From an optimization exercise on the open Yosys and OpenROAD flow, aimed at small area, a short achievable clock period and few clock cycles per item; shortcuts taken in it are not production practice. RTL that was checked went through simulation tests only; none was proved equivalent to the original. Only the layout flow was run in run 2; the RTL was not checked for function there. Power and IR drop assume default switching activity.

## flow/run.sh

```bash
#!/bin/bash
# synth_recipe.tcl (not shown) runs the flow's synth.tcl, then flattens the netlist and writes it again
# the make line also repeats each setting of config.mk as NAME=value (left out here)
make -C /OpenROAD-flow-scripts/flow DESIGN_CONFIG=/design/flow/config.mk WORK_HOME=/design/flow/orfs CLKGATE_MAP_FILE= SYNTH_SCRIPT=/design/flow/synth_recipe.tcl finish
```

## flow/config.mk

```make
export PLATFORM = sky130hd
export DESIGN_NAME = exec_stage
export DESIGN_NICKNAME = exec_stage
export VERILOG_FILES = /design/flow/design.v
export SDC_FILE = /design/flow/constraint.sdc
export NUM_CORES = 4
export LEC_CHECK = 0
export CAP_MARGIN = 20
export CORE_MARGIN = 2
export CORE_UTILIZATION = 40
export SLEW_MARGIN = 20
```

## flow/constraint.sdc

```tcl
create_clock -name core_clock -period 6.5 [get_ports {clk}]
set_input_delay 1.3000 -clock core_clock [delete_from_list [all_inputs] [get_ports {clk}]]
set_output_delay 1.3000 -clock core_clock [all_outputs]
set_load 0.01 [all_outputs]
```

## flow/design.v

```verilog
localparam logic [4:0] ALU_NOP   = 5'd0;
localparam logic [4:0] ALU_PA    = 5'd1;    
localparam logic [4:0] ALU_PB    = 5'd2;    
localparam logic [4:0] ALU_ADD   = 5'd3;
localparam logic [4:0] ALU_SUB   = 5'd4;
localparam logic [4:0] ALU_AND   = 5'd5;
localparam logic [4:0] ALU_OR    = 5'd6;
localparam logic [4:0] ALU_XOR   = 5'd7;
localparam logic [4:0] ALU_NOR   = 5'd8;
localparam logic [4:0] ALU_SLT   = 5'd9;
localparam logic [4:0] ALU_SLTU  = 5'd10;
localparam logic [4:0] ALU_SLL   = 5'd11;   
localparam logic [4:0] ALU_SRL   = 5'd12;
localparam logic [4:0] ALU_SRA   = 5'd13;
localparam logic [4:0] ALU_MULT  = 5'd16;   
localparam logic [4:0] ALU_MULTU = 5'd17;
localparam logic [4:0] ALU_DIV   = 5'd18;
localparam logic [4:0] ALU_DIVU  = 5'd19;
localparam logic [4:0] ALU_MFHI  = 5'd20;
localparam logic [4:0] ALU_MFLO  = 5'd21;
localparam logic [4:0] ALU_MTHI  = 5'd22;
localparam logic [4:0] ALU_MTLO  = 5'd23;
localparam logic OPA_RS  = 1'b0;
localparam logic OPA_EXT = 1'b1;
localparam logic OPB_RT  = 1'b0;
localparam logic OPB_EXT = 1'b1;
localparam logic [1:0] FWD_NONE = 2'd0;
localparam logic [1:0] FWD_ALU  = 2'd1;     
localparam logic [1:0] FWD_MEM  = 2'd2;     
`timescale 1ns/1ps
module operand_sel (
    input  logic [1:0]       rs_fwd_i,
    input  logic [1:0]       rt_fwd_i,
    input  logic             opa_sel_i,
    input  logic             opb_sel_i,
    input  logic [32-1:0] rs_i,
    input  logic [32-1:0] rt_i,
    input  logic [32-1:0] ext_i,
    input  logic [32-1:0] fwd_alu_i,
    input  logic [32-1:0] fwd_mem_i,
    output logic [32-1:0] opa_o,
    output logic [32-1:0] opb_o,
    output logic [32-1:0] store_data_o
);
localparam logic [4:0] ALU_NOP   = 5'd0;
localparam logic [4:0] ALU_PA    = 5'd1;    
localparam logic [4:0] ALU_PB    = 5'd2;    
localparam logic [4:0] ALU_ADD   = 5'd3;
localparam logic [4:0] ALU_SUB   = 5'd4;
localparam logic [4:0] ALU_AND   = 5'd5;
localparam logic [4:0] ALU_OR    = 5'd6;
localparam logic [4:0] ALU_XOR   = 5'd7;
localparam logic [4:0] ALU_NOR   = 5'd8;
localparam logic [4:0] ALU_SLT   = 5'd9;
localparam logic [4:0] ALU_SLTU  = 5'd10;
localparam logic [4:0] ALU_SLL   = 5'd11;   
localparam logic [4:0] ALU_SRL   = 5'd12;
localparam logic [4:0] ALU_SRA   = 5'd13;
localparam logic [4:0] ALU_MULT  = 5'd16;   
localparam logic [4:0] ALU_MULTU = 5'd17;
localparam logic [4:0] ALU_DIV   = 5'd18;
localparam logic [4:0] ALU_DIVU  = 5'd19;
localparam logic [4:0] ALU_MFHI  = 5'd20;
localparam logic [4:0] ALU_MFLO  = 5'd21;
localparam logic [4:0] ALU_MTHI  = 5'd22;
localparam logic [4:0] ALU_MTLO  = 5'd23;
localparam logic OPA_RS  = 1'b0;
localparam logic OPA_EXT = 1'b1;
localparam logic OPB_RT  = 1'b0;
localparam logic OPB_EXT = 1'b1;
localparam logic [1:0] FWD_NONE = 2'd0;
localparam logic [1:0] FWD_ALU  = 2'd1;     
localparam logic [1:0] FWD_MEM  = 2'd2;     
    logic [32-1:0] rs_fresh;
    logic [32-1:0] rt_fresh;
    always_comb
    begin
        case (rs_fwd_i)
            FWD_ALU: rs_fresh = fwd_alu_i;
            FWD_MEM: rs_fresh = fwd_mem_i;
            default: rs_fresh = rs_i;        
        endcase
        case (rt_fwd_i)
            FWD_ALU: rt_fresh = fwd_alu_i;
            FWD_MEM: rt_fresh = fwd_mem_i;
            default: rt_fresh = rt_i;
        endcase
    end
    assign opa_o = (opa_sel_i == OPA_EXT) ? ext_i : rs_fresh;
    assign opb_o = (opb_sel_i == OPB_EXT) ? ext_i : rt_fresh;
    assign store_data_o = rt_fresh;
endmodule
`timescale 1ns/1ps
module int_alu (
    input  logic [4:0]       func_i,
    input  logic [32-1:0] opa_i,
    input  logic [32-1:0] opb_i,
    output logic [32-1:0] res_o
);
localparam logic [4:0] ALU_NOP   = 5'd0;
localparam logic [4:0] ALU_PA    = 5'd1;    
localparam logic [4:0] ALU_PB    = 5'd2;    
localparam logic [4:0] ALU_ADD   = 5'd3;
localparam logic [4:0] ALU_SUB   = 5'd4;
localparam logic [4:0] ALU_AND   = 5'd5;
localparam logic [4:0] ALU_OR    = 5'd6;
localparam logic [4:0] ALU_XOR   = 5'd7;
localparam logic [4:0] ALU_NOR   = 5'd8;
localparam logic [4:0] ALU_SLT   = 5'd9;
localparam logic [4:0] ALU_SLTU  = 5'd10;
localparam logic [4:0] ALU_SLL   = 5'd11;   
localparam logic [4:0] ALU_SRL   = 5'd12;
localparam logic [4:0] ALU_SRA   = 5'd13;
localparam logic [4:0] ALU_MULT  = 5'd16;   
localparam logic [4:0] ALU_MULTU = 5'd17;
localparam logic [4:0] ALU_DIV   = 5'd18;
localparam logic [4:0] ALU_DIVU  = 5'd19;
localparam logic [4:0] ALU_MFHI  = 5'd20;
localparam logic [4:0] ALU_MFLO  = 5'd21;
localparam logic [4:0] ALU_MTHI  = 5'd22;
localparam logic [4:0] ALU_MTLO  = 5'd23;
localparam logic OPA_RS  = 1'b0;
localparam logic OPA_EXT = 1'b1;
localparam logic OPB_RT  = 1'b0;
localparam logic OPB_EXT = 1'b1;
localparam logic [1:0] FWD_NONE = 2'd0;
localparam logic [1:0] FWD_ALU  = 2'd1;     
localparam logic [1:0] FWD_MEM  = 2'd2;     
    logic [5-1:0] shamt;
    logic                sh_fill;
    logic [32-1:0]    opb_rev;
    logic [32-1:0]    sh_in;
    logic [2*32-1:0]  sh_wide;
    logic [32-1:0]    sh_out;
    logic [32-1:0]    sll_res;
    logic                lt_s;
    logic                lt_u;
    assign shamt = opa_i[5-1:0];
    always_comb
    begin
        for (int i = 0; i < 32; i++)
        begin
            opb_rev[i] = opb_i[32-1-i];
            sll_res[i] = sh_out[32-1-i];
        end
    end
    assign sh_in   = (func_i == ALU_SLL) ? opb_rev : opb_i;
    assign sh_fill = (func_i == ALU_SRA) && opb_i[32-1];
    assign sh_wide = {{32{sh_fill}}, sh_in} >> shamt;    
    assign sh_out  = sh_wide[32-1:0];
    assign lt_s = $signed(opa_i) < $signed(opb_i);
    assign lt_u = opa_i < opb_i;
    always_comb
    begin
        case (func_i)
            ALU_PA:   res_o = opa_i;
            ALU_PB:   res_o = opb_i;
            ALU_ADD:  res_o = opa_i + opb_i;
            ALU_SUB:  res_o = opa_i - opb_i;
            ALU_AND:  res_o = opa_i & opb_i;
            ALU_OR:   res_o = opa_i | opb_i;
            ALU_XOR:  res_o = opa_i ^ opb_i;
            ALU_NOR:  res_o = ~(opa_i | opb_i);
            ALU_SLT:  res_o = {{(32-1){1'b0}}, lt_s};
            ALU_SLTU: res_o = {{(32-1){1'b0}}, lt_u};
            ALU_SLL:  res_o = sll_res;
            ALU_SRL,
            ALU_SRA:  res_o = sh_out;
            default:  res_o = '0;    
        endcase
    end
endmodule
`timescale 1ns/1ps
module hilo_muldiv (
    input  logic             clk,
    input  logic             rst,
    input  logic             start_i,
    input  logic [4:0]       func_i,
    input  logic [32-1:0] opa_i,
    input  logic [32-1:0] opb_i,
    output logic [32-1:0] hilo_o,
    output logic             busy_o
);
localparam logic [4:0] ALU_NOP   = 5'd0;
localparam logic [4:0] ALU_PA    = 5'd1;    
localparam logic [4:0] ALU_PB    = 5'd2;    
localparam logic [4:0] ALU_ADD   = 5'd3;
localparam logic [4:0] ALU_SUB   = 5'd4;
localparam logic [4:0] ALU_AND   = 5'd5;
localparam logic [4:0] ALU_OR    = 5'd6;
localparam logic [4:0] ALU_XOR   = 5'd7;
localparam logic [4:0] ALU_NOR   = 5'd8;
localparam logic [4:0] ALU_SLT   = 5'd9;
localparam logic [4:0] ALU_SLTU  = 5'd10;
localparam logic [4:0] ALU_SLL   = 5'd11;   
localparam logic [4:0] ALU_SRL   = 5'd12;
localparam logic [4:0] ALU_SRA   = 5'd13;
localparam logic [4:0] ALU_MULT  = 5'd16;   
localparam logic [4:0] ALU_MULTU = 5'd17;
localparam logic [4:0] ALU_DIV   = 5'd18;
localparam logic [4:0] ALU_DIVU  = 5'd19;
localparam logic [4:0] ALU_MFHI  = 5'd20;
localparam logic [4:0] ALU_MFLO  = 5'd21;
localparam logic [4:0] ALU_MTHI  = 5'd22;
localparam logic [4:0] ALU_MTLO  = 5'd23;
localparam logic OPA_RS  = 1'b0;
localparam logic OPA_EXT = 1'b1;
localparam logic OPB_RT  = 1'b0;
localparam logic OPB_EXT = 1'b1;
localparam logic [1:0] FWD_NONE = 2'd0;
localparam logic [1:0] FWD_ALU  = 2'd1;     
localparam logic [1:0] FWD_MEM  = 2'd2;     
    localparam int CNT_W = $clog2(32 + 1);
    logic               busy;
    logic [CNT_W-1:0]   cnt;
    logic               last;
    logic [32-1:0]   hi;
    logic [32-1:0]   lo;
    logic [32-1:0]   work_hi;     
    logic [32-1:0]   work_lo;     
    logic [32-1:0]   b_mag;
    logic               is_mul;
    logic               neg_q;
    logic               neg_r;
    logic               md_op;
    logic               op_mul;
    logic               op_signed;
    logic               a_neg;
    logic               b_neg;
    logic [32-1:0]   a_abs;
    logic [32-1:0]   b_abs;
    logic [32:0]     mul_sum;
    logic [32:0]     div_shift;
    logic [32:0]     div_diff;
    logic [2*32-1:0] prod;
    logic [2*32-1:0] prod_fix;
    assign md_op     = (func_i == ALU_MULT) || (func_i == ALU_MULTU) ||
                       (func_i == ALU_DIV)  || (func_i == ALU_DIVU);
    assign op_mul    = (func_i == ALU_MULT) || (func_i == ALU_MULTU);
    assign op_signed = (func_i == ALU_MULT) || (func_i == ALU_DIV);
    assign a_neg     = op_signed && opa_i[32-1];
    assign b_neg     = op_signed && opb_i[32-1];
    assign a_abs     = a_neg ? -opa_i : opa_i;
    assign b_abs     = b_neg ? -opb_i : opb_i;
    assign mul_sum   = {1'b0, work_hi} + (work_lo[0] ? {1'b0, b_mag} : '0);
    assign div_shift = {work_hi, work_lo[32-1]};
    assign div_diff  = div_shift - {1'b0, b_mag};
    assign last     = (cnt == CNT_W'(32));
    assign prod     = {work_hi, work_lo};
    assign prod_fix = neg_q ? -prod : prod;
    always_ff @(posedge clk)
    begin
        if (!busy && start_i && md_op)
        begin
            work_hi <= '0;
            work_lo <= a_abs;
            b_mag   <= b_abs;
            is_mul  <= op_mul;
            neg_q   <= a_neg ^ b_neg;
            neg_r   <= a_neg;        
        end
        else if (busy && !last)
        begin
            if (is_mul)
            begin
                work_hi <= mul_sum[32:1];
                work_lo <= {mul_sum[0], work_lo[32-1:1]};
            end
            else
            begin
                work_hi <= div_diff[32] ? div_shift[32-1:0] : div_diff[32-1:0];
                work_lo <= {work_lo[32-2:0], ~div_diff[32]};
            end
        end
    end
    always_ff @(posedge clk)
    begin
        if (!rst)
        begin
            busy <= 1'b0;
            cnt  <= '0;
            hi   <= '0;
            lo   <= '0;
        end
        else if (busy)
        begin
            if (last)
            begin
                busy <= 1'b0;    
                if (is_mul)
                    {hi, lo} <= prod_fix;
                else
                begin
                    lo <= neg_q ? -work_lo : work_lo;
                    hi <= neg_r ? -work_hi : work_hi;
                end
            end
            else
                cnt <= cnt + 1'b1;
        end
        else if (start_i)
        begin
            if (md_op)
            begin
                busy <= 1'b1;
                cnt  <= '0;
            end
            else if (func_i == ALU_MTHI)
                hi <= opa_i;
            else if (func_i == ALU_MTLO)
                lo <= opa_i;
        end
    end
    always_comb
    begin
        case (func_i)
            ALU_MFHI: hilo_o = hi;
            ALU_MFLO: hilo_o = lo;
            default:  hilo_o = '0;
        endcase
    end
    assign busy_o = busy;
endmodule
`timescale 1ns/1ps
module exec_stage (
    input  logic             clk,
    input  logic             rst,            
    input  logic             req_valid,
    input  logic [4:0]       req_func,
    input  logic             req_opa_sel,
    input  logic             req_opb_sel,
    input  logic [1:0]       req_rs_fwd,
    input  logic [1:0]       req_rt_fwd,
    input  logic [32-1:0] req_rs,         
    input  logic [32-1:0] req_rt,
    input  logic [32-1:0] req_ext,        
    input  logic [32-1:0] fwd_alu_res,
    input  logic [32-1:0] fwd_mem_res,
    output logic             rsp_valid,
    output logic [32-1:0] rsp_result,
    output logic [32-1:0] store_data_o,
    output logic             md_busy_o
);
localparam logic [4:0] ALU_NOP   = 5'd0;
localparam logic [4:0] ALU_PA    = 5'd1;    
localparam logic [4:0] ALU_PB    = 5'd2;    
localparam logic [4:0] ALU_ADD   = 5'd3;
localparam logic [4:0] ALU_SUB   = 5'd4;
localparam logic [4:0] ALU_AND   = 5'd5;
localparam logic [4:0] ALU_OR    = 5'd6;
localparam logic [4:0] ALU_XOR   = 5'd7;
localparam logic [4:0] ALU_NOR   = 5'd8;
localparam logic [4:0] ALU_SLT   = 5'd9;
localparam logic [4:0] ALU_SLTU  = 5'd10;
localparam logic [4:0] ALU_SLL   = 5'd11;   
localparam logic [4:0] ALU_SRL   = 5'd12;
localparam logic [4:0] ALU_SRA   = 5'd13;
localparam logic [4:0] ALU_MULT  = 5'd16;   
localparam logic [4:0] ALU_MULTU = 5'd17;
localparam logic [4:0] ALU_DIV   = 5'd18;
localparam logic [4:0] ALU_DIVU  = 5'd19;
localparam logic [4:0] ALU_MFHI  = 5'd20;
localparam logic [4:0] ALU_MFLO  = 5'd21;
localparam logic [4:0] ALU_MTHI  = 5'd22;
localparam logic [4:0] ALU_MTLO  = 5'd23;
localparam logic OPA_RS  = 1'b0;
localparam logic OPA_EXT = 1'b1;
localparam logic OPB_RT  = 1'b0;
localparam logic OPB_EXT = 1'b1;
localparam logic [1:0] FWD_NONE = 2'd0;
localparam logic [1:0] FWD_ALU  = 2'd1;     
localparam logic [1:0] FWD_MEM  = 2'd2;     
    logic [32-1:0] opa;
    logic [32-1:0] opb;
    logic [32-1:0] alu_res;
    logic [32-1:0] hilo_res;
    logic [32-1:0] res_d;
    logic             hilo_wr;      
    logic             md_start;
    assign hilo_wr  = (req_func == ALU_MULT) || (req_func == ALU_MULTU) ||
                      (req_func == ALU_DIV)  || (req_func == ALU_DIVU)  ||
                      (req_func == ALU_MTHI) || (req_func == ALU_MTLO);
    assign md_start = req_valid && hilo_wr;
    operand_sel u_operand_sel (
        .rs_fwd_i     (req_rs_fwd),
        .rt_fwd_i     (req_rt_fwd),
        .opa_sel_i    (req_opa_sel),
        .opb_sel_i    (req_opb_sel),
        .rs_i         (req_rs),
        .rt_i         (req_rt),
        .ext_i        (req_ext),
        .fwd_alu_i    (fwd_alu_res),
        .fwd_mem_i    (fwd_mem_res),
        .opa_o        (opa),
        .opb_o        (opb),
        .store_data_o (store_data_o)
    );
    int_alu u_int_alu (
        .func_i (req_func),
        .opa_i  (opa),
        .opb_i  (opb),
        .res_o  (alu_res)
    );
    hilo_muldiv u_hilo_muldiv (
        .clk     (clk),
        .rst     (rst),
        .start_i (md_start),
        .func_i  (req_func),
        .opa_i   (opa),
        .opb_i   (opb),
        .hilo_o  (hilo_res),
        .busy_o  (md_busy_o)
    );
    assign res_d = ((req_func == ALU_MFHI) || (req_func == ALU_MFLO)) ? hilo_res : alu_res;
    always_ff @(posedge clk)
    begin
        if (!rst)
            rsp_valid <= 1'b0;
        else
            rsp_valid <= req_valid && !hilo_wr;   
    end
    always_ff @(posedge clk)
    begin
        if (req_valid)
            rsp_result <= res_d;
    end
endmodule
```

==> flow_summary.toml, run 1 <==
[outcome]
status = "complete, no violations"

[timing]
slew_viol_final = 0
fmax_mhz = 159.4
hold_slack_ns = 0.4890
post-route-min-period_ns = 6.274
finalHoldViolCount = 0
rsz0062_at_grt = "false"
tightest_slew_ns = 1.180
max_slew_margin_pct = 20.50
min_period_over_period_pct = 96.52
skew_ns = 0.02303
finalSetupViolations = 0

[synthesis]
synth_ff_type = "dfxtp_1"
synth_top_area_share_pct = 11.79
synth_nets = 3681
synthCells = 3326
syn_area_per_cell_sq_um = 7.579
seq_area_frac_synth_pct = 20.05
yosys_warnings = 4
ys_ff_latch = 203
synth.distinct_cells = 108
synthTopCellsByArea = "edfxtp_1 12%, ha_1 8.8%, dfxtp_1 8.3%"
syn_area_sq_mm = 0.02521
ys_async_sr_fraction_pct = 0
synth_edf_count = 99
yosysTopAreaCell = "edfxtp_1"

[die]
initial_utilization_pct = 40.18
fp.dieH_um = 255.0
die_width_um = 255.0
rows = 92
die-area_sq_mm = 0.06504
num_io_pins = 240
core-area_sq_mm = 0.06274

[route]
wl_per_cell_um = 27.70
viasPerCell = 6.354
ant_nets = 0
drc = 0
dr_total_vias = 28760
wirelength_mm = 125.4
drt-pass1-iter-count = 6
drt_iter0_drc = 3865

[cells_and_area]
diodes = 0
layout_commonest_cell = "nor2_1"
layout_common_cells = "346 x nor2_1, 309 x nand2_1, 281 x buf_4"
area_growth_pct = 23.31
drive_gt1_share_pct = 12.45
stdcell_count = 4526
fin_nets = 4012

[grt]
grt_use_met1_pct = 51.68
grt_pass1_wl_mm = 181.2
grt_max_degree = 78
first_global_vias = 26720
use_met2_pct = 56.25
grt_busiest_layer = "met2"
grt.overflow.total = 0
grt_antenna_before_repair = 4
grt_use_total_pct = 37.40
gr-usage-met3_pct = 7.587

[clocking]
numCtsBuffers = 29
clock_sinks = 203
cts_resized = 0
clk_latency_ns = 0.62
post_cts_buffers = 0
tritoncts = "done"
htreeDepth = 1
path_clk_slew_ns = 0.06
ctsHoldBuffers = 0
cts_root_buffer = "clkbuf_16"
cts_max_path_buffers = 3

[placed_design]
place_congestion = 1.081
hpwl_mm = 101.1
dp.cells = 4472
io_buffers = 239

[setup_path]
worst-path-stages = 18
slowest_delay_ns = 0.73
path_cells = "clkdlybuf4s50_1, inv_1, ha_1, buf_12, buf_4, a221oi_1, o31ai_2, ha_1, a21oi_1, nor3_1, a211oi_1, o221ai_1, o31ai_1, o31ai_1, a31oi_1, o21ai_1, xor2_1, a211o_1"
arrival_ns = 6.63
end_kind = "flop"
worstPathMaxFanout = 39
reg2reg_depth = 15
path_class = "in2reg"
worst-path-buf-inv = 4
worstPathRequired_ns = 6.86
start_kind = "input port"
crit_slowest_cell = "o31ai_1"
crit_family = "compound AO/OA/AOI/OAI gates"

[hold_path]
hold_path_class = "reg2reg"
min_path_cells = 2

[power_and_ir_drop]
p_leak_nw = 12.80
power-per-cell-area_mw_per_mm2 = 240.0
total_power_mw = 7.460
peakVddDrop_mv = 0.2279

[job]
maxCapViolCount = 0
power by group:
part / internal [mW] / leakage [nW] / total, mW / switching [mW]
clock: 0.988 / 0.476 / 1.72 / 0.730
combinational: 1.65 / 10.6 / 4.03 / 2.38
sequential: 1.50 / 1.76 / 1.72 / 0.215
path summary, 6_finish.rpt:
check / start / slack, ns / endpoint
worst max-delay path: req_rs_fwd[0] / 0.23 / rsp_result[30]
worst min-delay path: u_hilo_muldiv.cnt[1] / 0.49 / u_hilo_muldiv.cnt[1]
worst max register to register: u_hilo_muldiv.work_lo[31] / 1.68 / u_hilo_muldiv.work_hi[5]
worst min register to register: u_hilo_muldiv.cnt[1] / 0.49 / u_hilo_muldiv.cnt[1]
worst min-delay path, delay by kind of cell, from the launching register on:
kind / cells / cell delay, ns
and+or+nand+nor: 1 / 0.06
AOI/OAI and AO/OA: 1 / 0.05
DFF: 1 / 0.33
final cells by class:
| class | instances | area (sq um) |
|---|---|---|
| inverters | 165 | 619.3 |
| flip-flops and latches | 203 | 5059 |
| repair buffers | 527 | 4632 |
| multi-input cells | 2731 | 18720 |
| well taps | 846 | 1059 |
| clock buffers | 32 | 737.0 |
| fillers | 6239 | 31650 |
| clock inverters | 22 | 257.7 |
layer usage:
layer	vias to the layer above	wire length [um]
li1	13080	-
met1	13600	52920
met2	1753	53100
met3	322	12830
met4	8	6481
met5	-	55
kinds of logic (layout without fill, tap and decap cells):
family	Yosys count	count (layout)	synth area share [%]
AOI/OAI and AO/OA	1137	1137	30.84
buffers and inverters	392	746	6.269
adders and majority gates	181	181	9.104
muxes	171	171	7.952
and+or+nand+nor	1065	1065	19.63
xor gates and xnor gates	177	177	6.150
DFF	203	203	20.05
cell usage after synthesis, types with 49 or more instances:
cell type  count
clkbuf_1     162
nor2_1       350
mux2i_1      130
nor2b_1       56
ha_1         177
o31ai_1       61
edfxtp_1      99
a21oi_1      255
a221oi_1      92
nand2b_1      49
inv_1        158
nand2_1      309
a211oi_1      66
dfxtp_1      104
xnor2_1      111
o21ai_0      205
nor3_1        78
xor2_1        66
nand3_1       77
a22oi_1       58
sequential cells by signal, indices dropped and copies added (netlist names):
signal and cells:
rsp_result 32, rsp_valid 1, u_hilo_muldiv.b_mag 32, u_hilo_muldiv.busy 1
u_hilo_muldiv.cnt 6, u_hilo_muldiv.hi 32, u_hilo_muldiv.is_mul 1, u_hilo_muldiv.lo 32
u_hilo_muldiv.neg_q 1, u_hilo_muldiv.neg_r 1, u_hilo_muldiv.work_hi 32, u_hilo_muldiv.work_lo 32
per-stage QoR:
step | TNS, ns | instance area (sq um) | util [%] | setup WS [ns]
after global routing | 0 | 31080 | 49.54 | 0.1280
after floorplan | 0 | 25210 | - | 0.4404
after detailed placement | -0.1529 | 30070 | 47.93 | -0.1285
final | 0 | 31080 | 49.54 | 0.2265
after CTS | 0 | 31070 | 49.52 | 0.4603
after global placement | -0.3826 | 30070 | 47.93 | -0.2190
Testbench counts, summed over its fixed seeds: cycles 136,317, items 24,016.
==> run 2: changes to the inputs <==
--- a/flow/design.v
+++ b/flow/design.v
@@ -212,14 +212,11 @@
 localparam logic [1:0] FWD_MEM  = 2'd2;     
-    localparam int CNT_W = $clog2(32 + 1);
     logic               busy;
-    logic [CNT_W-1:0]   cnt;
-    logic               last;
+    logic [3:0]         cnt;
+    logic               is_mul;
+    logic               sgn;         
+    logic               neg_hi;      
+    logic               neg_lo;
     logic [32-1:0]   hi;
     logic [32-1:0]   lo;
-    logic [32-1:0]   work_hi;     
-    logic [32-1:0]   work_lo;     
-    logic [32-1:0]   b_mag;
-    logic               is_mul;
-    logic               neg_q;
-    logic               neg_r;
+    logic [32:0]     md_d;        
     logic               md_op;
@@ -229,9 +226,4 @@
     logic               b_neg;
-    logic [32-1:0]   a_abs;
-    logic [32-1:0]   b_abs;
-    logic [32:0]     mul_sum;
-    logic [32:0]     div_shift;
-    logic [32:0]     div_diff;
-    logic [2*32-1:0] prod;
-    logic [2*32-1:0] prod_fix;
+    logic [32-1:0]   a_load;
+    logic [32-1:0]   b_load;
     assign md_op     = (func_i == ALU_MULT) || (func_i == ALU_MULTU) ||
@@ -240,12 +232,26 @@
     assign op_signed = (func_i == ALU_MULT) || (func_i == ALU_DIV);
-    assign a_neg     = op_signed && opa_i[32-1];
-    assign b_neg     = op_signed && opb_i[32-1];
-    assign a_abs     = a_neg ? -opa_i : opa_i;
-    assign b_abs     = b_neg ? -opb_i : opb_i;
-    assign mul_sum   = {1'b0, work_hi} + (work_lo[0] ? {1'b0, b_mag} : '0);
-    assign div_shift = {work_hi, work_lo[32-1]};
-    assign div_diff  = div_shift - {1'b0, b_mag};
-    assign last     = (cnt == CNT_W'(32));
-    assign prod     = {work_hi, work_lo};
-    assign prod_fix = neg_q ? -prod : prod;
+    assign a_neg     = (func_i == ALU_DIV) && opa_i[32-1];
+    assign b_neg     = (func_i == ALU_DIV) && opb_i[32-1];
+    assign a_load    = a_neg ? -opa_i : opa_i;
+    assign b_load    = b_neg ? -opb_i : opb_i;
+    logic               mul_last;
+    logic signed [8:0]  mul_chunk;
+    logic signed [32:0] mul_acc;
+    logic signed [41:0] mul_sum;
+    assign mul_last  = (cnt[1:0] == 2'd3);
+    assign mul_chunk = {mul_last && sgn && lo[7], lo[7:0]};
+    assign mul_acc   = {sgn && hi[32-1], hi};
+    assign mul_sum   = mul_acc + $signed(md_d) * mul_chunk;
+    logic [32:0]     div_sh1;
+    logic [32+1:0]   div_df1;
+    logic [32-1:0]   div_r1;
+    logic [32:0]     div_sh2;
+    logic [32+1:0]   div_df2;
+    logic [32-1:0]   div_r2;
+    assign div_sh1 = {hi, lo[32-1]};
+    assign div_df1 = {1'b0, div_sh1} - {1'b0, md_d};
+    assign div_r1  = div_df1[32+1] ? div_sh1[32-1:0] : div_df1[32-1:0];
+    assign div_sh2 = {div_r1, lo[32-2]};
+    assign div_df2 = {1'b0, div_sh2} - {1'b0, md_d};
+    assign div_r2  = div_df2[32+1] ? div_sh2[32-1:0] : div_df2[32-1:0];
     always_ff @(posedge clk)
@@ -254,21 +260,5 @@
         begin
-            work_hi <= '0;
-            work_lo <= a_abs;
-            b_mag   <= b_abs;
-            is_mul  <= op_mul;
-            neg_q   <= a_neg ^ b_neg;
-            neg_r   <= a_neg;        
-        end
-        else if (busy && !last)
-        begin
-            if (is_mul)
-            begin
-                work_hi <= mul_sum[32:1];
-                work_lo <= {mul_sum[0], work_lo[32-1:1]};
-            end
-            else
-            begin
-                work_hi <= div_diff[32] ? div_shift[32-1:0] : div_diff[32-1:0];
-                work_lo <= {work_lo[32-2:0], ~div_diff[32]};
-            end
+            md_d   <= {op_signed && opb_i[32-1] && op_mul, b_load};
+            is_mul <= op_mul;
+            sgn    <= op_signed;
         end
@@ -279,6 +269,8 @@
         begin
-            busy <= 1'b0;
-            cnt  <= '0;
-            hi   <= '0;
-            lo   <= '0;
+            busy   <= 1'b0;
+            cnt    <= '0;
+            hi     <= '0;
+            lo     <= '0;
+            neg_hi <= 1'b0;
+            neg_lo <= 1'b0;
         end
@@ -286,15 +278,17 @@
         begin
-            if (last)
+            cnt <= cnt + 1'b1;
+            if (is_mul)
             begin
-                busy <= 1'b0;    
-                if (is_mul)
-                    {hi, lo} <= prod_fix;
-                else
-                begin
-                    lo <= neg_q ? -work_lo : work_lo;
-                    hi <= neg_r ? -work_hi : work_hi;
-                end
+                hi <= mul_sum[39:8];
+                lo <= {mul_sum[7:0], lo[32-1:8]};
+                if (mul_last)
+                    busy <= 1'b0;
             end
             else
-                cnt <= cnt + 1'b1;
+            begin
+                hi <= div_r2;
+                lo <= {lo[32-3:0], ~div_df1[32+1], ~div_df2[32+1]};
+                if (cnt == 4'd15)
+                    busy <= 1'b0;
+            end
         end
@@ -304,19 +298,28 @@
             begin
-                busy <= 1'b1;
-                cnt  <= '0;
+                busy   <= 1'b1;
+                cnt    <= '0;
+                hi     <= '0;
+                lo     <= a_load;
+                neg_hi <= a_neg;              
+                neg_lo <= a_neg ^ b_neg;
             end
             else if (func_i == ALU_MTHI)
-                hi <= opa_i;
+            begin
+                hi     <= opa_i;
+                neg_hi <= 1'b0;
+            end
             else if (func_i == ALU_MTLO)
-                lo <= opa_i;
+            begin
+                lo     <= opa_i;
+                neg_lo <= 1'b0;
+            end
         end
     end
-    always_comb
-    begin
-        case (func_i)
-            ALU_MFHI: hilo_o = hi;
-            ALU_MFLO: hilo_o = lo;
-            default:  hilo_o = '0;
-        endcase
-    end
+    logic               rd_hi;
+    logic [32-1:0]   rd_raw;
+    logic               rd_neg;
+    assign rd_hi  = (func_i == ALU_MFHI);
+    assign rd_raw = rd_hi ? hi : lo;
+    assign rd_neg = rd_hi ? neg_hi : neg_lo;
+    assign hilo_o = rd_neg ? -rd_raw : rd_raw;
     assign busy_o = busy;
@@ -423,4 +426,3 @@
     begin
-        if (req_valid)
-            rsp_result <= res_d;
+        rsp_result <= res_d;
     end
==> run 2 against run 1 <==
  * Non-clock buffer count is 235 higher
  * Register-to-register slack got worse by 1.5 ns
  * Sequential share of layout area shrank 8.4 points
  * Area after synthesis up 28%
  * Fmax decreased by 0.35%
  * Clock skew down 0.010 ns
  * Final cell count is 28% higher
  * Via count increased by 20%
  * Total power shrank 17%
  * Sequential power shrank 39%
  * Global-route usage fell by 2.7 points
  * Sequential cell count down 64
  * Critical endpoint is now u_hilo_muldiv.hi[30]
  * Largest power group unchanged
==> flow_summary.toml, run 2 <==
[route]
dr_total_vias = 34630
drt-pass1-iter-count = 7
wirelength_mm = 145.4
wl_per_cell_um = 25.19
ant_nets = 0
viasPerCell = 6.001
drc = 0
drt_iter0_drc = 3777

[cells_and_area]
layout_commonest_cell = "buf_4"
area_growth_pct = 23.72
top_register = "u_hilo_muldiv.md_d"
drive_gt1_share_pct = 14.82
fin_nets = 5402
largest_reg_flops = 33
post-route-util_pct = 49.83
layout_common_cells = "506 x buf_4, 468 x nand2_1, 450 x inv_1"

[timing]
max_slew_margin_pct = 23.35
finalSetupViolations = 0
fmax_mhz = 158.8
post-route-min-period_ns = 6.296
skew_ns = 0.01272
worst_slack_ns = 0.2043
min_period_over_period_pct = 96.86
tightest_slew_ns = 1.144
finalHoldViolCount = 0
slew_viol_final = 0
rsz0062_at_grt = "true"

[grt]
grt_pass1_wl_mm = 215.5
first_global_vias = 33680
grt_antenna_before_repair = 4
grt_use_total_pct = 34.67
grt.overflow.total = 0
grt_max_degree = 65

[setup_path]
slowest_delay_ns = 0.51
endpoint = "u_hilo_muldiv.hi[30]"
reg2reg_slack_ns = 0.20
worstPathMaxFanout = 14
worst-path-stages = 25
crit_slowest_cell = "fa_1"
end_kind = "flop"
crit_family = "adder cells"
crit_path_start = "u_hilo_muldiv.cnt[0]"
r2r_end = "u_hilo_muldiv.hi[30]"
start_kind = "flop"
timing.rr.start = "u_hilo_muldiv.cnt[0]"
worstPathRequired_ns = 6.88
arrival_ns = 6.68
path_class = "reg2reg"
reg2reg_depth = 25
worst-path-buf-inv = 5
crit_path_frequent_cell = "fa_1"

[power_and_ir_drop]
p_leak_nw = 17.57
swShare_pct = 47.25
power-per-cell-area_mw_per_mm2 = 154.1
seqPwrFrac_pct = 17.1
switchingPower_mw = 2.909
total_power_mw = 6.156
power.internal_mw = 3.247
peakVddDrop_mv = 0.1501
clkPwrFrac_pct = 17.7
pwr-share-comb_pct = 65.3

[job]
maxCapViolCount = 0

[clocking]
post_cts_buffers = 0
cts_max_path_buffers = 2
path_clk_slew_ns = 0.07
clock_sinks = 139
numCtsBuffers = 17
cts_root_buffer = "clkbuf_16"
htreeDepth = 4
tritoncts = "done"
clk_latency_ns = 0.49

[placed_design]
dpl_worst_slack_ns = -0.1229
io_buffers = 239
hpwl_mm = 120.6
place_congestion = 1.044

[synthesis]
seq_area_frac_synth_pct = 9.703
yosysTopAreaCell = "fa_1"
yosysMostFrequentCell = "nand2_1"
yosys_warnings = 4
synth_nets = 4885
syn_area_sq_mm = 0.03229
synth_commonest_cells = "468 x nand2_1, 450 x inv_1, 299 x a21oi_1"
synth_top_area_share_pct = 16.74
synth_ff_type = "dfxtp_1"
synthTopCellsByArea = "fa_1 17%, ha_1 10%, dfxtp_1 6.4%"
synthCells = 4180
ys_ff_latch = 139
syn_area_per_cell_sq_um = 7.725
synth.distinct_cells = 92
synth_edf_count = 35
ys_async_sr_fraction_pct = 0

[die]
initial_utilization_pct = 40.28
rows = 104
die-area_sq_mm = 0.08301
die_width_um = 288.1
num_io_pins = 240
core-area_sq_mm = 0.08016
fp.dieH_um = 288.1

[outcome]
status = "complete, no violations"

[hold_path]
hold_path_class = "reg2reg"
min-delay-start = "u_hilo_muldiv.cnt[3]"
## run 2: cell types whose count changed after synthesis, sizes merged, moves of 28 or more
cell and change:
mux2i +33, o21ai +72, clkbuf +36, a211oi -32, edfxtp -64, a21o +28
fa +266, a21oi +43, inv +293, nor2 -84, nand3 -36, and2 +120
ha +84, nand2 +158
## run 2: cells by family (layout without fill, tap and decap cells)
logic type | count (synthesis) | after routing | share of synthesized area (%)
mux | 225 | 225 | 8.192
flops | 139 | 139 | 9.703
buf+inv | 720 | 1250 | 8.680
compound gates | 1187 | 1187 | 24.23
fa+ha+maj | 531 | 531 | 26.85
xor+xnor | 192 | 192 | 5.208
other cells | 0 | 1 | 0
simple gates | 1186 | 1186 | 17.13
## run 2: worst min-delay path by stage
stage / to / cells past startpoint
after global placement: u_hilo_muldiv.cnt[3] / 1
final: u_hilo_muldiv.cnt[3] / 1
after detailed placement: u_hilo_muldiv.cnt[3] / 1
after CTS: u_hilo_muldiv.cnt[3] / 1
after global routing: u_hilo_muldiv.cnt[3] / 1
after floorplan: u_hilo_muldiv.cnt[3] / 1
## run 2: stage by stage
step | std cells | hold slack [ns] | setup TNS, ns | instance area [sq um]
4_1_cts | 5770 | 0.4692 | 0 | 39780
3_5_place_dp | 5738 | 0.4600 | -0.3874 | 39150
5_1_grt | 5770 | 0.4976 | -0.02235 | 39940
6_report | 5771 | 0.4734 | 0 | 39950
2_1_floorplan | 4180 | 0.4274 | 0 | 32290
3_3_place_gp | 5738 | 0.4484 | -0.2753 | 39150
## run 2: power by group through the flow
stage / combinational [mW] / sequential, mW / clock (mW)
floorplan: 2.17 / 1.05 / 0
global placement: 3.87 / 1.06 / 0
detailed placement: 3.88 / 1.06 / 0
CTS: 3.90 / 1.05 / 1.10
global route: 4.30 / 1.06 / 1.12
finish: 4.02 / 1.05 / 1.09
## run 2: what timing repair did
| action | 4_1_cts | 5_1_grt |
|---|---|---|
| pin swaps | 0 | 4 |
| hold buffers | 0 | 0 |
| endpoints found under the setup margin | 3 | 22 |
| gates resized for setup | 4 | 36 |
## run 2: cell type report
cell class | count | area (sq um)
well taps | 1060 | 1326
inverters | 456 | 1714
multi-input cells | 3321 | 26660
diodes | 1 | 2.502
repair buffers | 762 | 6502
clock buffers | 17 | 425.4
flip-flops and latches | 139 | 3141
clock inverters | 15 | 178.9
fillers | 7980 | 40210
## run 2: layer usage
layer | wire (um) | track usage, %
met5 | 27 | 0
met4 | 8936 | 17.97
met3 | 11250 | 4.572
met2 | 64750 | 55.16
met1 | 60430 | 45.99
## run 2: worst register-to-register path, stage by stage, from the launching register on
cell	delay, ns
dfxtp_1	0.32
ha_1	0.21
nand3_1	0.13
buf_12	0.16
buf_6	0.19
nor2_1	0.08
fa_1	0.49
inv_1	0.05
fa_1	0.46
fa_1	0.51
fa_1	0.43
fa_1	0.49
inv_1	0.04
ha_1	0.31
a21oi_1	0.23
o21a_1	0.18
o21ai_0	0.08
a31oi_1	0.22
o31ai_2	0.13
buf_4	0.18
a311oi_4	0.34
o21bai_2	0.13
a41oi_2	0.23
xor2_1	0.18
o221ai_1	0.12
a221o_1	0.31
==> run 3: changes to the inputs <==
--- a/flow/design.v
+++ b/flow/design.v
@@ -128,12 +128,22 @@
 localparam logic [1:0] FWD_MEM  = 2'd2;     
+    logic             sub;
+    logic [32-1:0] opb_x;
+    logic [32:0]   sum;
+    logic             lt_s;
+    logic             lt_u;
+    assign sub   = (func_i == ALU_SUB) || (func_i == ALU_SLT) || (func_i == ALU_SLTU);
+    assign opb_x = opb_i ^ {32{sub}};
+    assign sum   = {1'b0, opa_i} + {1'b0, opb_x} + {{32{1'b0}}, sub};
+    assign lt_u  = !sum[32];                               
+    assign lt_s  = (opa_i[32-1] ^ opb_i[32-1]) ? opa_i[32-1] : sum[32-1];
     logic [5-1:0] shamt;
+    logic                sh_left;
     logic                sh_fill;
     logic [32-1:0]    opb_rev;
-    logic [32-1:0]    sh_in;
-    logic [2*32-1:0]  sh_wide;
+    logic [32-1:0]    sh_st [5+1];
     logic [32-1:0]    sh_out;
     logic [32-1:0]    sll_res;
-    logic                lt_s;
-    logic                lt_u;
-    assign shamt = opa_i[5-1:0];
+    assign shamt   = opa_i[5-1:0];
+    assign sh_left = (func_i == ALU_SLL);
+    assign sh_fill = (func_i == ALU_SRA) && opb_i[32-1];
     always_comb
@@ -141,13 +151,12 @@
         for (int i = 0; i < 32; i++)
-        begin
             opb_rev[i] = opb_i[32-1-i];
+        sh_st[0] = sh_left ? opb_rev : opb_i;
+        for (int s = 0; s < 5; s++)
+            for (int i = 0; i < 32; i++)
+                sh_st[s+1][i] = !shamt[s] ? sh_st[s][i] :
+                                (i + (1 << s) < 32) ? sh_st[s][i + (1 << s)] : sh_fill;
+        sh_out = sh_st[5];
+        for (int i = 0; i < 32; i++)
             sll_res[i] = sh_out[32-1-i];
-        end
     end
-    assign sh_in   = (func_i == ALU_SLL) ? opb_rev : opb_i;
-    assign sh_fill = (func_i == ALU_SRA) && opb_i[32-1];
-    assign sh_wide = {{32{sh_fill}}, sh_in} >> shamt;    
-    assign sh_out  = sh_wide[32-1:0];
-    assign lt_s = $signed(opa_i) < $signed(opb_i);
-    assign lt_u = opa_i < opb_i;
     always_comb
@@ -157,4 +166,4 @@
             ALU_PB:   res_o = opb_i;
-            ALU_ADD:  res_o = opa_i + opb_i;
-            ALU_SUB:  res_o = opa_i - opb_i;
+            ALU_ADD,
+            ALU_SUB:  res_o = sum[32-1:0];
             ALU_AND:  res_o = opa_i & opb_i;
@@ -237,9 +246,34 @@
     logic               mul_last;
-    logic signed [8:0]  mul_chunk;
-    logic signed [32:0] mul_acc;
+    logic               mul_prev;
+    logic [8:0]         mul_bits;
+    logic [3:0]         bth_neg;
+    logic [34:0]        bth_pp [4];
+    logic signed [41:0] mul_cor;
     logic signed [41:0] mul_sum;
-    assign mul_last  = (cnt[1:0] == 2'd3);
-    assign mul_chunk = {mul_last && sgn && lo[7], lo[7:0]};
-    assign mul_acc   = {sgn && hi[32-1], hi};
-    assign mul_sum   = mul_acc + $signed(md_d) * mul_chunk;
+    assign mul_last = (cnt[1:0] == 2'd3);
+    assign mul_bits = {lo[7:0], mul_prev};
+    always_comb
+    begin
+        for (int i = 0; i < 4; i++)
+        begin
+            logic [2:0]  g;
+            logic [34:0] mag;
+            g = mul_bits[2*i +: 3];
+            case (g)
+                3'b001, 3'b010, 3'b101, 3'b110: mag = {md_d[32], md_d[32], md_d};
+                3'b011, 3'b100:                 mag = {md_d[32], md_d, 1'b0};
+                default:                        mag = '0;
+            endcase
+            bth_neg[i] = g[2] && !(g[1] && g[0]);
+            bth_pp[i]  = bth_neg[i] ? ~mag : mag;
+        end
+    end
+    assign mul_cor = (mul_last && !sgn && lo[7]) ? 42'($signed({md_d, 8'd0})) : '0;
+    assign mul_sum = $signed({hi[32-1], hi})
+                   + $signed(bth_pp[0])
+                   + $signed({bth_pp[1], 2'b0})
+                   + $signed({bth_pp[2], 4'b0})
+                   + $signed({bth_pp[3], 6'b0})
+                   + $signed({1'b0, bth_neg[3], 1'b0, bth_neg[2], 1'b0, bth_neg[1], 1'b0, bth_neg[0]})
+                   + mul_cor;
     logic [32:0]     div_sh1;
@@ -261,2 +295,3 @@
             md_d   <= {op_signed && opb_i[32-1] && op_mul, b_load};
+            mul_prev <= 1'b0;
             is_mul <= op_mul;
@@ -264,2 +299,4 @@
         end
+        else if (busy)
+            mul_prev <= lo[7];
     end
--- a/flow/config.mk
+++ b/flow/config.mk
@@ -7,2 +7,3 @@
 export LEC_CHECK = 0
+export ABC_CLOCK_PERIOD_IN_PS = 4500
 export CAP_MARGIN = 20
@@ -10,2 +11,3 @@
 export CORE_UTILIZATION = 40
+export SETUP_SLACK_MARGIN = 1.5
 export SLEW_MARGIN = 20
==> run 3 against run 2 <==
  * The layout now fails its checks (setup timing)
  * Combinational power increased by 68%
  * First-iteration DRC count down 2.8%
  * Area after synthesis fell by 2.5%
  * Via count up 11%
  * Sequential share of layout area decreased by 0.83 points
  * Worst hold slack improved by 0.023 ns
  * Non-clock buffer count grew 478
  * Clock skew grew 0.0032 ns
  * Clock-buffer cell count grew 1
  * Clock power is essentially flat
  * Critical path depth grew 4
  * Sequential power is essentially flat
  * Critical path type unchanged
==> flow_summary.toml, run 3 <==
[outcome]
status = "finished with violations"
so.violations = "setup timing"

[setup_path]
worstPathRequired_ns = 6.91
r2r_end = "u_hilo_muldiv.hi[28]"
start_kind = "flop"
timing.rr.start = "u_hilo_muldiv.lo[1]"
reg2reg_slack_ns = -0.76
crit_path_frequent_cell = "fa_1"
slowest_delay_ns = 0.55
arrival_ns = 7.67
crit_slowest_cell = "fa_1"
worst-path-buf-inv = 4
reg2reg_depth = 29
worstPathMaxFanout = 7
end_kind = "flop"
path_class = "reg2reg"
crit_family = "compound AO/OA/AOI/OAI gates"

[grt]
grt_pass1_wl_mm = 251.7
grt.overflow.total = 0
first_global_vias = 37250
grt_antenna_before_repair = 4
gr-usage-met3_pct = 8.708
use_met2_pct = 67.28
grt_busiest_layer = "met2"
grt_max_degree = 58
grt_use_met1_pct = 48.54
grt_use_total_pct = 42.00

[synthesis]
ys_async_sr_fraction_pct = 0
yosysTopAreaCell = "ha_1"
synthCells = 4305
synthTopCellsByArea = "ha_1 9.9%, xnor2_1 8.1%, dfxtp_1 6.7%"
synthXorXnorAreaFrac_pct = 10.77
synth_top_family_by_area = "compound AO/OA/AOI/OAI gates"
syn_area_per_cell_sq_um = 7.310
synth_top_area_share_pct = 9.940
synthSimpleGateAreaFrac_pct = 17.07
synth_compound_area_share_pct = 29.22
seq_area_frac_synth_pct = 10.02
ys_ff_latch = 140
synth_nets = 4832
synth.distinct_cells = 93
synthAdderAreaFrac_pct = 16.49
synth_ff_type = "dfxtp_1"
synth_commonest_cells = "476 x nor2_1, 358 x nand2_1, 330 x a21oi_1"
syn_area_sq_mm = 0.03147
synth_edf_count = 35
yosys_warnings = 6
muxShareOfSynthArea_pct = 8.651
yosysMostFrequentCell = "nor2_1"

[timing]
hold_slack_ns = 0.4959
post-route-min-period_ns = 7.262
finalHoldViolCount = 0
skew_ns = 0.01597
max_slew_margin_pct = 24.22
fmax_mhz = 137.7
rsz0062_at_grt = "true"
finalSetupViolations = 22
slew_viol_final = 0
min_period_over_period_pct = 111.7
worst_slack_ns = -0.7615
tightest_slew_ns = 1.125

[power_and_ir_drop]
p_leak_nw = 19.73
total_power_mw = 8.866
power-per-cell-area_mw_per_mm2 = 196.2
peakVddDrop_mv = 0.1167

[die]
rows = 102
num_io_pins = 240
fp.dieH_um = 284.5
die-area_sq_mm = 0.08093
die_width_um = 284.5
core-area_sq_mm = 0.07772
initial_utilization_pct = 40.49

[hold_path]
min-delay-start = "u_hilo_muldiv.neg_hi"
min_path_cells = 2
min_to = "u_hilo_muldiv.neg_hi"
hold_path_class = "reg2reg"

[clocking]
cts_max_path_buffers = 2
htreeDepth = 4
path_clk_slew_ns = 0.07
clk_latency_ns = 0.51
clock_sinks = 140
numCtsBuffers = 17
cts_root_buffer = "clkbuf_16"
ctsHoldBuffers = 0
tritoncts = "done"

[route]
drt_iter0_drc = 3672
wirelength_mm = 175.7
dr_total_vias = 38340
viasPerCell = 6.092
ant_nets = 0
drt-pass1-iter-count = 6
wl_per_cell_um = 27.92
drc = 0

[placed_design]
place_congestion = 1.110
io_buffers = 239
hpwl_mm = 143.4
dpl_worst_slack_ns = -1.061

[cells_and_area]
layout_commonest_cell = "buf_4"
layout_common_cells = "908 x buf_4, 446 x nor2_1, 340 x nand2_1"
area_growth_pct = 43.55
largest_reg_flops = 33
fin_nets = 5764
top_register = "u_hilo_muldiv.md_d"
drive_gt1_share_pct = 28.97

[job]
maxCapViolCount = 0
==> run 3: logic make-up after synthesis <==
family,count (synthesis)
compound gates,1361
fa+ha+maj,353
simple gates,1199
xor+xnor,387
flops,140
mux,232
buf+inv,633
==> run 3: layer usage <==
layer / routed length, um / share of wire (%) / vias to the layer above
met5: 17 / 0.0097 / -
li1: - / - / 17410
met3: 14840 / 8.4 / 560
met2: 78070 / 44 / 2026
met4: 17270 / 9.8 / 2
met1: 65510 / 37 / 18340
==> run 3: cell type report <==
class / instances / area [sq um]
Fill cell: 7277 / 32550
Multi-Input combinational cell: 3532 / 28320
Timing Repair Buffer: 1240 / 10610
Sequential cell: 140 / 3176
Tap cell: 1040 / 1301
Inverter: 306 / 1170
Clock buffer: 18 / 450.4
Clock inverter: 14 / 143.9
Antenna cell: 3 / 7.507
==> run 3: power by group <==
| group | internal (mW) | leakage [nW] | switching [mW] |
|---|---|---|---|
| clock | 0.563 | 0.291 | 0.494 |
| sequential | 0.973 | 1.18 | 0.0811 |
| combinational | 2.99 | 18.3 | 3.76 |
==> run 3: how the worst max path moves through the flow <==
stage	depth (start not counted)	to	from
5_1_grt	29	u_hilo_muldiv.hi[28]	u_hilo_muldiv.lo[1]
4_1_cts	30	u_hilo_muldiv.hi[29]	u_hilo_muldiv.lo[1]
6_report	29	u_hilo_muldiv.hi[28]	u_hilo_muldiv.lo[1]
3_5_place_dp	29	u_hilo_muldiv.hi[28]	u_hilo_muldiv.lo[1]
3_3_place_gp	29	u_hilo_muldiv.hi[28]	u_hilo_muldiv.lo[1]
2_1_floorplan	31	u_hilo_muldiv.hi[29]	u_hilo_muldiv.lo[3]
==> run 3: what timing repair did <==
item,CTS,global route
pin swaps,129,93
cloned,2,0
resized for setup,291,205
endpoints found under the setup margin,79,62
buffers inserted,57,31
==> run 3: worst reg2reg max path: cells and delay by family, from the launching register on <==
family                     cells  cell delay (ns)
AOI/OAI and AO/OA             10             2.30
xor gates and xnor gates       2             0.52
adders and majority gates      5             2.02
buffers and inverters          4             0.45
DFF                            1             0.40
muxes                          1             0.15
and+or+nand+nor                7             1.37
==> run 3: metrics by stage <==
stage                     TNS [ns]  util [%]  cells  cell area [sq um]
after global routing        -17.21     58.12   6291              45170
final                       -10.01     58.12   6293              45180
after floorplan             -1.357         -   4305              32200
after CTS                   -8.730     56.64   6259              44020
after global placement      -14.34     53.59   6168              41650
after detailed placement    -16.03     53.59   6168              41650
Testbench counts of run 3, summed over its fixed seeds: cycles 48,424, items 24,016.
==> run 4: changes to the inputs <==
--- a/flow/config.mk
+++ b/flow/config.mk
@@ -7,3 +7,2 @@
 export LEC_CHECK = 0
-export ABC_CLOCK_PERIOD_IN_PS = 4500
 export CAP_MARGIN = 20
@@ -11,3 +10,2 @@
 export CORE_UTILIZATION = 40
-export SETUP_SLACK_MARGIN = 1.5
 export SLEW_MARGIN = 20
==> run 4 against run 3 <==
  * The layout still fails its checks (setup timing)
  * Clock power is essentially flat
  * Critical path type unchanged
  * Sequential cell count is the same
  * Via count shrank 1.8%
  * Largest power group unchanged
  * Die area is the same
==> flow_summary.toml, run 4 <==
[outcome]
status = "finished with violations"
so.violations = "setup timing"

[power_and_ir_drop]
power-per-cell-area_mw_per_mm2 = 197.9
p_leak_nw = 18.49
peakVddDrop_mv = 0.1517

[die]
die-area_sq_mm = 0.08093
core-area_sq_mm = 0.07772
initial_utilization_pct = 40.49
rows = 102
fp.dieH_um = 284.5
num_io_pins = 240
die_width_um = 284.5

[setup_path]
worstPathMaxFanout = 7
arrival_ns = 7.58
path_class = "reg2reg"
worstPathRequired_ns = 6.90
reg2reg_depth = 31
crit_path_frequent_cell = "fa_1"
end_kind = "flop"
slowest_delay_ns = 0.58
crit_slowest_cell = "fa_1"
crit_path_start = "u_hilo_muldiv.lo[1]"
timing.rr.start = "u_hilo_muldiv.lo[1]"
start_kind = "flop"

[cells_and_area]
stdcell_count = 6099
drive_gt1_share_pct = 23.77
largest_reg_flops = 33
area_growth_pct = 35.77
fin_nets = 5566
top_register = "u_hilo_muldiv.md_d"
layout_common_cells = "752 x buf_4, 452 x nor2_1, 350 x nand2_1"
fillerInstances = 7442
layout_commonest_cell = "buf_4"
post-route-util_pct = 54.98

[grt]
grt_antenna_before_repair = 10
grt_use_met1_pct = 47.69
grt_busiest_layer = "met2"
first_global_vias = 36210
grt_pass1_wl_mm = 243.4
grt.overflow.total = 0
use_met2_pct = 64.55
gr-usage-met3_pct = 8.283
grt_max_degree = 66
grt_use_total_pct = 40.44

[route]
drc = 0
dr_total_vias = 37640
drt-pass1-iter-count = 8
ant_nets = 0
wl_per_cell_um = 27.73
drt_iter0_drc = 3858
wirelength_mm = 169.1
viasPerCell = 6.171

[timing]
post-route-min-period_ns = 7.179
skew_ns = 0.01441
fin_setup_tns_ns = -8.477
max_slew_margin_pct = 18.81
rsz0062_at_grt = "true"
finalSetupViolations = 22
slew_viol_final = 0
worst_slack_ns = -0.6792
tightest_slew_ns = 1.205
min_period_over_period_pct = 110.4
finalHoldViolCount = 0
fmax_mhz = 139.3

[hold_path]
hold_path_class = "reg2reg"
min-delay-start = "u_hilo_muldiv.cnt[3]"
min_path_cells = 1

[synthesis]
yosysTopAreaCell = "ha_1"
ys_async_sr_fraction_pct = 0
syn_area_per_cell_sq_um = 7.310
synth_top_area_share_pct = 9.940
yosys_warnings = 6
syn_area_sq_mm = 0.03147
yosysMostFrequentCell = "nor2_1"
synth_ff_type = "dfxtp_1"
synth_commonest_cells = "476 x nor2_1, 358 x nand2_1, 330 x a21oi_1"
synth_nets = 4832
synth.distinct_cells = 93
ys_ff_latch = 140
synthCells = 4305
seq_area_frac_synth_pct = 10.02
synthTopCellsByArea = "ha_1 9.9%, xnor2_1 8.1%, dfxtp_1 6.7%"
synth_edf_count = 35

[clocking]
ctsHoldBuffers = 0
cts_max_path_buffers = 2
path_clk_slew_ns = 0.07
tritoncts = "done"
clock_sinks = 140
clk_latency_ns = 0.48
cts_root_buffer = "clkbuf_16"
numCtsBuffers = 17
htreeDepth = 4

[placed_design]
dp.cells = 6028
io_buffers = 239
hpwl_mm = 138.3
place_congestion = 1.072

[job]
maxCapViolCount = 0
[run 4: cell counts after synthesis]
No cell type changed its count.
[run 4: through the flow]
stage / total power, mW / setup slack (ns) / area, sq um / hold WS, ns
after CTS: 8.114 / -0.5771 / 41980 / 0.4921
after floorplan: 4.175 / -0.4526 / 31860 / 0.4510
final: 8.454 / -0.6792 / 42730 / 0.4976
after detailed placement: 6.893 / -0.9091 / 40340 / 0.4821
after global placement: 6.880 / -0.8256 / 40330 / 0.4716
after global routing: 8.901 / -1.049 / 42720 / 0.5150
[run 4: cell type report]
| class | count | area (sq um) | share of cell area [%] |
|---|---|---|---|
| diodes | 7 | 17.52 | 0.04100 |
| well taps | 1040 | 1301 | 3.045 |
| multi-input cells | 3532 | 27570 | 64.52 |
| flip-flops and latches | 140 | 3171 | 7.420 |
| inverters | 306 | 1156 | 2.706 |
| clock buffers | 18 | 429.2 | 1.004 |
| clock inverters | 14 | 146.4 | 0.3426 |
| repair buffers | 1042 | 8940 | 20.92 |
[run 4: worst max-delay path, delay by kind of cell (launching register included)]
| family | cells | cell delay [ns] |
|---|---|---|
| fa+ha+maj | 5 | 2.01 |
| buf+inv | 5 | 0.59 |
| simple gates | 4 | 0.47 |
| xor+xnor | 1 | 0.09 |
| compound gates | 16 | 3.50 |
| flops | 1 | 0.46 |
[run 4: worst paths after layout]
check	slack, ns	to
setup / recovery	-0.68	u_hilo_muldiv.hi[31]
hold reg to reg	0.50	u_hilo_muldiv.cnt[3]
hold / removal	0.50	u_hilo_muldiv.cnt[3]
setup reg to reg	-0.68	u_hilo_muldiv.hi[31]
[run 4: timing repair]
item | in CTS | in global routing
setup buffers | 22 | 10
resized for setup | 159 | 118
pin swaps | 106 | 75
cloned | 5 | 1
setup endpoints to repair | 33 | 34
hold endpoints to repair | 0 | 0
[run 4: report_power, final]
part | leakage [nW] | switching (mW) | total (mW) | internal [mW]
registers | 1.18 | 0.0715 | 1.05 | 0.974
logic | 17.0 | 3.63 | 6.38 | 2.75
clock network | 0.268 | 0.461 | 1.03 | 0.564
[run 4: cells by family (layout without fill, tap and decap cells)]
| kind of cell | count (synthesis) | after routing | synth area share (%) |
|---|---|---|---|
| AOI/OAI and AO/OA | 1361 | 1361 | 29.22 |
| xor gates and xnor gates | 387 | 387 | 10.77 |
| adders and majority gates | 353 | 353 | 16.49 |
| buffers and inverters | 633 | 1380 | 7.777 |
| DFF | 140 | 140 | 10.02 |
| muxes | 232 | 232 | 8.651 |
| other | 0 | 7 | 0 |
| and+or+nand+nor | 1199 | 1199 | 17.07 |
[run 4: layer usage]
layer,routed length [um],share of wire (%)
met4,15750,9.3
met5,55,0.033
met3,15380,9.1
met1,63560,38
met2,74390,44

[afterwards: timing with drivers on the ports]
No port has a modelled driver above. Below, the same layouts with a new extraction and two added sets of constraints.
Step 1 sets driving cells, clkbuf_16 on the clock port and buf_2 on the other inputs (assumed; they add their load-dependent delay and slew).
Step 2 moves the port delays by t, midway between the first and last clock arrival at a register: inputs arrive t later, outputs are due t later. That takes back most of the time a late clock gives input paths.
Slacks: no drivers / after step 1 / after step 2; pairs: no drivers / after step 1.
run	shift t [ns]	setup slack, ns	hold slack, ns	latest minus earliest clock arrival (ns)
run 1	0.666	0.226 / 0.262 / -0.404	0.489 / 0.489 / 0.489	0.024 / 0.024
run 2	0.543	0.204 / 0.204 / -0.282	0.473 / 0.473 / 0.473	0.015 / 0.014
run 3	0.559	-0.762 / -0.762 / -0.762	0.496 / 0.496 / 0.496	0.016 / 0.016
run 4	0.524	-0.679 / -0.679 / -0.679	0.498 / 0.498 / 0.498	0.015 / 0.014
Met with ideal ports but missed after step 2: setup timing in run 1 and run 2. For run 1, which loses most, drivers alone change the setup slack by +0.036 ns; drivers and shift together by -0.630 ns.
